What follows belongs to an exercise in optimizing a design on an open flow for small area, a short achievable clock period and few clock cycles; a production flow would make more cautious choices.
Power and IR drop assume default switching activity.

== v6 ==
==> flow/design.v <==
package dctd_pkg;
  localparam int STAMP_W = 32;
  localparam int GAP_W   = 16;
  localparam int PADDR_W = 3;
  localparam int DEPTH   = 16;
  localparam logic [GAP_W-1:0] MIN_GAP_RESET = 16'd400;
  localparam logic [GAP_W-1:0] MAX_GAP_RESET = 16'd1000;
  localparam int QDEPTH = 7;
  localparam logic REG_MIN_GAP = 1'b0;
  localparam logic REG_MAX_GAP = 1'b1;
endpackage
module dctd_ring (
  input  logic                                              clk,
  input  logic                                              push,     
  input  logic                                              rotate,   
  input  logic [dctd_pkg::STAMP_W-1:0]                      din,
  output logic [dctd_pkg::DEPTH-1:0][dctd_pkg::STAMP_W-1:0] slot
);
  localparam int N = dctd_pkg::DEPTH;
  always_ff @(posedge clk) begin
    if (push || rotate) begin
      slot[0] <= rotate ? slot[N-1] : din;
      for (int e = 1; e < N; e++) slot[e] <= slot[e-1];
    end
  end
endmodule
module dctd_win (
  input  logic [15:0]      v_hi,
  input  logic [15:0]      v_lo,
  input  logic [15:0]      s_hi,
  input  logic [15:0]      s_hi_far,  
  input  logic [3:0][15:0] b_lo,      
  input  logic [3:0]       b_hi,      
  output logic             hit
);
  logic [2:0] rel;   
  logic [3:0] c;     
  logic       rm, rz, rp;
  logic [3:0] ok;    
  function automatic logic gt16(input logic [15:0] a, input logic [15:0] b);
    logic [15:0] d, g;
    logic [7:0]  d1, g1;
    logic [3:0]  d2, g2;
    logic [1:0]  d3, g3;
    logic        r;
    d = a ^ b;
    g = a;
    for (int i = 0; i < 8; i++) begin
      d1[i] = d[2*i+1] | d[2*i];
      g1[i] = d[2*i+1] ? g[2*i+1] : g[2*i];
    end
    for (int i = 0; i < 4; i++) begin
      d2[i] = d1[2*i+1] | d1[2*i];
      g2[i] = d1[2*i+1] ? g1[2*i+1] : g1[2*i];
    end
    for (int i = 0; i < 2; i++) begin
      d3[i] = d2[2*i+1] | d2[2*i];
      g3[i] = d2[2*i+1] ? g2[2*i+1] : g2[2*i];
    end
    r = (d3[1] | d3[0]) & (d3[1] ? g3[1] : g3[0]);
    gt16 = r;
  endfunction
  logic [15:0] z;
  logic        upper_eq;
  logic        near;
  logic        far;
  assign z        = v_hi ^ s_hi;
  assign upper_eq = ~(|z[15:1]);
  assign near     = upper_eq && z[0];
  assign far      = (z == s_hi_far);
  assign rel[0] = s_hi[0] ? near : far;
  assign rel[1] = upper_eq && !z[0];
  assign rel[2] = s_hi[0] ? far : near;
  assign c[0] = gt16(v_lo, b_lo[0]);
  assign c[1] = gt16(b_lo[1], v_lo);
  assign c[2] = gt16(v_lo, b_lo[2]);
  assign c[3] = gt16(b_lo[3], v_lo);
  assign {rp, rz, rm} = rel;
  assign ok[0] = b_hi[0] ? (rz || rp || (rm && c[0])) : (rp || (rz && c[0]));
  assign ok[1] = b_hi[1] ? (rm && c[1])               : (rm || (rz && c[1]));
  assign ok[2] = b_hi[2] ? (rp && c[2])               : (rp || (rz && c[2]));
  assign ok[3] = b_hi[3] ? (rm || rz || (rp && c[3])) : (rm || (rz && c[3]));
  assign hit = (ok[0] && ok[1]) || (ok[2] && ok[3]);
endmodule
module dctd_ctrl (
  input  logic                         clk,
  input  logic                         rst,
  input  logic                         in_valid,
  output logic                         in_stall,
  input  logic [dctd_pkg::STAMP_W-1:0] event_time_ms,
  input  logic [dctd_pkg::GAP_W-1:0]   min_gap,
  input  logic [dctd_pkg::GAP_W-1:0]   max_gap,
  input  logic                         cfg_wr,
  output logic                         out_valid,
  input  logic                         out_stall,
  output logic                         load_on,
  output logic                         toggled
);
  localparam int N  = dctd_pkg::DEPTH;
  localparam int SW = dctd_pkg::STAMP_W;
  localparam int QD = dctd_pkg::QDEPTH;
  logic [N-1:0][SW-1:0] slot;
  logic [N-1:0]         valid;
  logic       sc_busy;
  logic [1:0] sc_ph;
  logic [4:0] sc_left;
  logic [3:0] rot;
  logic [4:0] sc_left_dec;
  logic [3:0] rot_inc;
  logic       sc_cmp;
  logic       busy_d;
  assign sc_left_dec = (sc_left != 5'd0) ? sc_left - 5'd1 : 5'd0;
  assign rot_inc     = rot + 4'd1;
  assign sc_cmp      = sc_busy && (sc_ph == 2'd2);
  assign busy_d      = cfg_wr || (sc_busy && !(sc_cmp && sc_left_dec == 5'd0 && rot_inc == 4'd0));
  always_ff @(posedge clk) begin
    if (rst) begin
      sc_busy <= 1'b0;
      sc_ph   <= '0;
      sc_left <= '0;
      rot     <= '0;
    end else begin
      sc_busy <= busy_d;
      if (sc_cmp) rot <= rot_inc;
      if (cfg_wr) begin
        sc_ph   <= '0;
        sc_left <= 5'd16;
      end else if (sc_busy) begin
        sc_ph <= (sc_ph == 2'd2) ? 2'd0 : sc_ph + 2'd1;
        if (sc_cmp) sc_left <= sc_left_dec;
      end
    end
  end
  logic          a_v;
  logic [SW-1:0] s_q;
  logic          accept;
  assign accept = in_valid && !in_stall;
  always_ff @(posedge clk) begin
    if (sc_busy) s_q <= valid[N-1] ? slot[N-1] : '0;
    else         s_q <= event_time_ms;
  end
  always_ff @(posedge clk) begin
    if (rst) a_v <= 1'b0;
    else     a_v <= accept;
  end
  logic               push;
  logic               b_v;
  logic [SW-1:0]      s2_q;
  logic               s2_zero;
  logic               same_q;
  logic [15:0]        sh_far;
  logic [3:0][15:0]   b_lo;
  logic [3:0]         b_hi;
  logic [3:0][16:0]   bnd;
  assign bnd[0] = {1'b0, s_q[15:0]} - {1'b0, max_gap};
  assign bnd[1] = {1'b0, s_q[15:0]} - {1'b0, min_gap};
  assign bnd[2] = {1'b0, s_q[15:0]} + {1'b0, min_gap};
  assign bnd[3] = {1'b0, s_q[15:0]} + {1'b0, max_gap};
  always_ff @(posedge clk) begin
    s2_q    <= s_q;
    s2_zero <= (s_q == '0);
    same_q  <= push ? (s_q == s2_q) : (s_q == slot[0]);
    sh_far  <= s_q[16] ? (s_q[31:16] ^ (s_q[31:16] + 16'd1)) : (s_q[31:16] ^ (s_q[31:16] - 16'd1));
    for (int k = 0; k < 4; k++) begin
      b_lo[k] <= bnd[k][15:0];
      b_hi[k] <= bnd[k][16];
    end
  end
  always_ff @(posedge clk) begin
    if (rst) b_v <= 1'b0;
    else     b_v <= a_v;
  end
  logic [N-2:0] w;
  logic         wz;
  for (genvar e = 0; e < N - 1; e++) begin : g_win
    dctd_win u_win (
      .v_hi    (slot[e][31:16]),
      .v_lo    (slot[e][15:0]),
      .s_hi    (s2_q[31:16]),
      .s_hi_far(sh_far),
      .b_lo    (b_lo),
      .b_hi    (b_hi),
      .hit     (w[e])
    );
  end
  dctd_win u_win_zero (
    .v_hi    (16'd0),
    .v_lo    (16'd0),
    .s_hi    (s2_q[31:16]),
    .s_hi_far(sh_far),
    .b_lo    (b_lo),
    .b_hi    (b_hi),
    .hit     (wz)
  );
  assign push = b_v && !same_q;
  dctd_ring u_ring (
    .clk   (clk),
    .push  (push),
    .rotate(sc_cmp),
    .din   (s2_q),
    .slot  (slot)
  );
  logic         c_v;
  logic [N-2:0] w_q;
  logic         wz_q;
  logic         c_zero;
  logic         shifted;
  logic         sc_acc;
  logic [N-2:0] incl;
  logic [N-2:0] vold;
  logic [N-2:0] w_sel;
  logic         w_any;
  logic         fold;
  logic         dup;
  logic         written;
  logic         hit;
  logic         clr_q;
  logic         pair_q;
  logic         load_q;
  logic [N-1:0] v_clr;
  logic [N-1:0] v_res;
  logic         res_v;
  logic [1:0]   res_q;
  always_ff @(posedge clk) begin
    w_q     <= w;
    wz_q    <= wz;
    c_zero  <= s2_zero;
    shifted <= push || sc_cmp;
    for (int e = 0; e < N - 1; e++) incl[e] <= !(sc_cmp && rot == 4'(e + 1));
  end
  assign vold = shifted ? valid[N-1:1] : valid[N-2:0];
  for (genvar e = 0; e < N - 1; e++) begin : g_sel
    assign w_sel[e] = incl[e] && (vold[e] ? w_q[e] : wz_q);
  end
  assign w_any   = |w_sel;
  assign fold    = clr_q ? wz_q : w_any;
  assign dup     = (vold[0] && !clr_q) ? !shifted : c_zero;
  assign written = c_v && !dup;
  assign hit     = written && (pair_q || fold);
  assign v_clr = clr_q ? '0 : valid;
  assign v_res = {v_clr[N-1:1], v_clr[0] || written};
  always_ff @(posedge clk) begin
    if (rst) begin
      c_v    <= 1'b0;
      sc_acc <= 1'b0;
      clr_q  <= 1'b0;
      pair_q <= 1'b0;
      load_q <= 1'b0;
      res_v  <= 1'b0;
      valid  <= '0;
    end else begin
      c_v    <= b_v;
      sc_acc <= sc_cmp && rot != 4'd0 && !cfg_wr;
      clr_q  <= hit;
      res_v  <= written;
      if (cfg_wr)               pair_q <= 1'b0;
      else if (sc_acc && w_any) pair_q <= 1'b1;
      else if (hit)             pair_q <= 1'b0;
      if (hit) load_q <= !load_q;
      if (sc_cmp)    valid <= {v_res[N-2:0], v_res[N-1]};
      else if (push) valid <= {v_res[N-2:0], 1'b0};
      else           valid <= v_res;
    end
  end
  always_ff @(posedge clk) begin
    res_q <= {load_q ^ hit, hit};
  end
  logic [QD-1:0][1:0] q;
  logic [QD-1:0][1:0] q_keep;
  logic [QD-1:0][1:0] q_pop;
  logic [2:0]         cnt;
  logic [2:0]         cnt_c;
  logic [3:0]         base;
  logic               pop;
  logic               stall_d;
  assign pop   = out_valid && !out_stall;
  assign cnt_c = cnt + {2'b0, res_v};
  assign base  = {1'b0, cnt} + {3'b0, res_v} + {3'b0, c_v} + {3'b0, b_v} + {3'b0, a_v};
  for (genvar i = 0; i < QD; i++) begin : g_q
    assign q_keep[i] = (res_v && cnt == 3'(i)) ? res_q : q[i];
    if (i < QD - 1) begin : g_next
      assign q_pop[i] = (res_v && cnt == 3'(i + 1)) ? res_q : q[i+1];
    end else begin : g_last
      assign q_pop[i] = q[i];
    end
  end
  always_ff @(posedge clk) begin
    q <= pop ? q_pop : q_keep;
  end
  assign stall_d = accept ? (base >= 4'(QD - 1)) : (base >= 4'(QD));
  always_ff @(posedge clk) begin
    if (rst) begin
      cnt       <= '0;
      out_valid <= 1'b0;
      in_stall  <= 1'b0;
    end else begin
      cnt       <= pop ? cnt_c - 3'd1 : cnt_c;
      out_valid <= pop ? (cnt_c >= 3'd2) : (cnt_c != 3'd0);
      in_stall  <= busy_d || stall_d;
    end
  end
  assign load_on = q[0][1];
  assign toggled = q[0][0];
endmodule
module double_clap_toggle_detector (
  input  logic                         clk,
  input  logic                         rst,
  input  logic                         psel,
  input  logic                         penable,
  input  logic                         pwrite,
  input  logic [dctd_pkg::PADDR_W-1:0] paddr,
  input  logic [31:0]                  pwdata,
  output logic [31:0]                  prdata,
  output logic                         pready,
  input  logic                         in_valid,
  output logic                         in_stall,
  input  logic [dctd_pkg::STAMP_W-1:0] event_time_ms,
  output logic                         out_valid,
  input  logic                         out_stall,
  output logic                         load_on,
  output logic                         toggled
);
  localparam int GW = dctd_pkg::GAP_W;
  logic [GW-1:0] min_gap_ms;
  logic [GW-1:0] max_gap_ms;
  logic          cfg_wr;
  assign pready = 1'b1;
  assign cfg_wr = psel && penable && pwrite;
  always_ff @(posedge clk) begin
    if (rst) begin
      min_gap_ms <= dctd_pkg::MIN_GAP_RESET;
      max_gap_ms <= dctd_pkg::MAX_GAP_RESET;
    end else if (cfg_wr) begin
      if (paddr[2] == dctd_pkg::REG_MAX_GAP) max_gap_ms <= pwdata[GW-1:0];
      else                                   min_gap_ms <= pwdata[GW-1:0];
    end
  end
  logic [GW-1:0] rd_q;
  always_ff @(posedge clk) begin
    if (rst) rd_q <= (paddr[2] == dctd_pkg::REG_MAX_GAP) ? dctd_pkg::MAX_GAP_RESET : dctd_pkg::MIN_GAP_RESET;
    else     rd_q <= (paddr[2] == dctd_pkg::REG_MAX_GAP) ? max_gap_ms : min_gap_ms;
  end
  assign prdata = {{(32-GW){1'b0}}, rd_q};
  dctd_ctrl u_ctrl (
    .clk          (clk),
    .rst          (rst),
    .in_valid     (in_valid),
    .in_stall     (in_stall),
    .event_time_ms(event_time_ms),
    .min_gap      (min_gap_ms),
    .max_gap      (max_gap_ms),
    .cfg_wr       (cfg_wr),
    .out_valid    (out_valid),
    .out_stall    (out_stall),
    .load_on      (load_on),
    .toggled      (toggled)
  );
endmodule
Settings: LEC_CHECK=0, CAP_MARGIN=20, CORE_MARGIN=2, CORE_UTILIZATION=40, PLACE_DENSITY=0.6, SETUP_SLACK_MARGIN=3.2, SLEW_MARGIN=20, SYNTH_HIERARCHICAL=1, SYNTH_MINIMUM_KEEP_SIZE=100; clock period 5.5 ns.
run.sh (not shown) runs the stock make flow with config.mk's settings and CLKGATE_MAP_FILE= SYNTH_SCRIPT=/design/flow/synth_recipe.tcl, a recipe that flattens the netlist after the stock synthesis.
Inputs modified between v6 and v7:
-- flow/design.v --
<<< v6, line 6
  localparam logic [GAP_W-1:0] MIN_GAP_RESET = 16'd400;
  localparam logic [GAP_W-1:0] MAX_GAP_RESET = 16'd1000;
  localparam int QDEPTH = 7;
  localparam logic REG_MIN_GAP = 1'b0;
  localparam logic REG_MAX_GAP = 1'b1;
>>> v7, line 6
  localparam logic [GAP_W-1:0] MIN_GAP_RESET = 16'd400;
  localparam logic [GAP_W-1:0] MAX_GAP_RESET = 16'd1000;
  localparam int QDEPTH = 6;
  localparam logic REG_MIN_GAP = 1'b0;
  localparam logic REG_MAX_GAP = 1'b1;
<<< v6, line 103
  logic [N-1:0]         valid;
  logic       sc_busy;
  logic [1:0] sc_ph;
  logic [4:0] sc_left;
  logic [3:0] rot;
>>> v7, line 103
  logic [N-1:0]         valid;
  logic       sc_busy;
  logic       sc_ph;
  logic [4:0] sc_left;
  logic [3:0] rot;
<<< v6, line 112
  assign sc_left_dec = (sc_left != 5'd0) ? sc_left - 5'd1 : 5'd0;
  assign rot_inc     = rot + 4'd1;
  assign sc_cmp      = sc_busy && (sc_ph == 2'd2);
  assign busy_d      = cfg_wr || (sc_busy && !(sc_cmp && sc_left_dec == 5'd0 && rot_inc == 4'd0));
  always_ff @(posedge clk) begin
>>> v7, line 112
  assign sc_left_dec = (sc_left != 5'd0) ? sc_left - 5'd1 : 5'd0;
  assign rot_inc     = rot + 4'd1;
  assign sc_cmp      = sc_busy && sc_ph;
  assign busy_d      = cfg_wr || (sc_busy && !(sc_cmp && sc_left_dec == 5'd0 && rot_inc == 4'd0));
  always_ff @(posedge clk) begin
<<< v6, line 127
        sc_left <= 5'd16;
      end else if (sc_busy) begin
        sc_ph <= (sc_ph == 2'd2) ? 2'd0 : sc_ph + 2'd1;
        if (sc_cmp) sc_left <= sc_left_dec;
      end
    end
  end
  logic          a_v;
  logic [SW-1:0] s_q;
  logic          accept;
  assign accept = in_valid && !in_stall;
  always_ff @(posedge clk) begin
    if (sc_busy) s_q <= valid[N-1] ? slot[N-1] : '0;
    else         s_q <= event_time_ms;
  end
  always_ff @(posedge clk) begin
    if (rst) a_v <= 1'b0;
    else     a_v <= accept;
  end
  logic               push;
  logic               b_v;
  logic [SW-1:0]      s2_q;
>>> v7, line 127
        sc_left <= 5'd16;
      end else if (sc_busy) begin
        sc_ph <= !sc_ph;
        if (sc_cmp) sc_left <= sc_left_dec;
      end
    end
  end
  logic               accept;
  logic               push;
  logic [SW-1:0]      x;
  logic               b_v;
  logic [SW-1:0]      s2_q;
<<< v6, line 153
  logic [3:0]         b_hi;
  logic [3:0][16:0]   bnd;
  assign bnd[0] = {1'b0, s_q[15:0]} - {1'b0, max_gap};
  assign bnd[1] = {1'b0, s_q[15:0]} - {1'b0, min_gap};
  assign bnd[2] = {1'b0, s_q[15:0]} + {1'b0, min_gap};
  assign bnd[3] = {1'b0, s_q[15:0]} + {1'b0, max_gap};
  always_ff @(posedge clk) begin
    s2_q    <= s_q;
    s2_zero <= (s_q == '0);
    same_q  <= push ? (s_q == s2_q) : (s_q == slot[0]);
    sh_far  <= s_q[16] ? (s_q[31:16] ^ (s_q[31:16] + 16'd1)) : (s_q[31:16] ^ (s_q[31:16] - 16'd1));
    for (int k = 0; k < 4; k++) begin
      b_lo[k] <= bnd[k][15:0];
>>> v7, line 143
  logic [3:0]         b_hi;
  logic [3:0][16:0]   bnd;
  assign accept = in_valid && !in_stall;
  assign x = sc_busy ? (valid[N-1] ? slot[N-1] : '0) : event_time_ms;
  assign bnd[0] = {1'b0, x[15:0]} - {1'b0, max_gap};
  assign bnd[1] = {1'b0, x[15:0]} - {1'b0, min_gap};
  assign bnd[2] = {1'b0, x[15:0]} + {1'b0, min_gap};
  assign bnd[3] = {1'b0, x[15:0]} + {1'b0, max_gap};
  always_ff @(posedge clk) begin
    s2_q    <= x;
    s2_zero <= (x == '0);
    same_q  <= push ? (x == s2_q) : (x == slot[0]);
    sh_far  <= x[16] ? (x[31:16] ^ (x[31:16] + 16'd1)) : (x[31:16] ^ (x[31:16] - 16'd1));
    for (int k = 0; k < 4; k++) begin
      b_lo[k] <= bnd[k][15:0];
<<< v6, line 169
  always_ff @(posedge clk) begin
    if (rst) b_v <= 1'b0;
    else     b_v <= a_v;
  end
  logic [N-2:0] w;
>>> v7, line 161
  always_ff @(posedge clk) begin
    if (rst) b_v <= 1'b0;
    else     b_v <= accept;
  end
  logic [N-2:0] w;
<<< v6, line 276
  assign pop   = out_valid && !out_stall;
  assign cnt_c = cnt + {2'b0, res_v};
  assign base  = {1'b0, cnt} + {3'b0, res_v} + {3'b0, c_v} + {3'b0, b_v} + {3'b0, a_v};
  for (genvar i = 0; i < QD; i++) begin : g_q
    assign q_keep[i] = (res_v && cnt == 3'(i)) ? res_q : q[i];
>>> v7, line 268
  assign pop   = out_valid && !out_stall;
  assign cnt_c = cnt + {2'b0, res_v};
  assign base  = {1'b0, cnt} + {3'b0, res_v} + {3'b0, c_v} + {3'b0, b_v};
  for (genvar i = 0; i < QD; i++) begin : g_q
    assign q_keep[i] = (res_v && cnt == 3'(i)) ? res_q : q[i];
Results
- v7: full flow OK, the timing, DRC and antenna checks passed
- Summary: with v6 as the reference, layout clock buffer count in v7 moved down by more than 10%.
- Taking v6 as the reference, in v7 share of synthesized cell area in full adder, half adder and majority cells has remained practically unchanged, die extent in x fell 0.50%, final wirelength has increased, time the worst path needs with I/O delays and setup increased by 0.24 ns relative to the old numbers, maximum frequency shrank by about 8%.
- Side by side, clock network fraction of design power turned out lower in v7 than in v6.
- u_ctrl.sc_busy$_SDFF_PP0_ as the origin of the worst setup path was reported by v7, and u_ctrl.b_lo[48]$_DFF_P_ by v6.
No functional check of the RTL was part of any run of this note.

## static timing again, ports no longer ideal
The results above use ideal ports. As a check the final layouts listed here were re-extracted and re-timed, cells and wires unchanged. Step 1 sets driving cells, clkbuf_16 on the clock port and buf_2 on the other inputs (assumed; they add their load-dependent delay and slew). Step 2, shift: input delay + t, output delay - t, t = (earliest + latest rising clock arrival at the registers) / 2. This alone moves slack from input paths to output paths. a / b / c = no drivers / after step 1 / after step 2; a / b = the first two.
run	shift t [ns]	slack for setup (ns)	worst data-port slew with drivers (ns)
v6	0.790	2.756 / 2.756 / 2.459	0.05
v7	0.798	2.517 / 2.517 / 1.790	0.06
After both steps every run listed still meets setup and hold. The setup slack of v7, which loses most, moves by 0.000 ns with the drivers and by -0.727 ns with both steps.
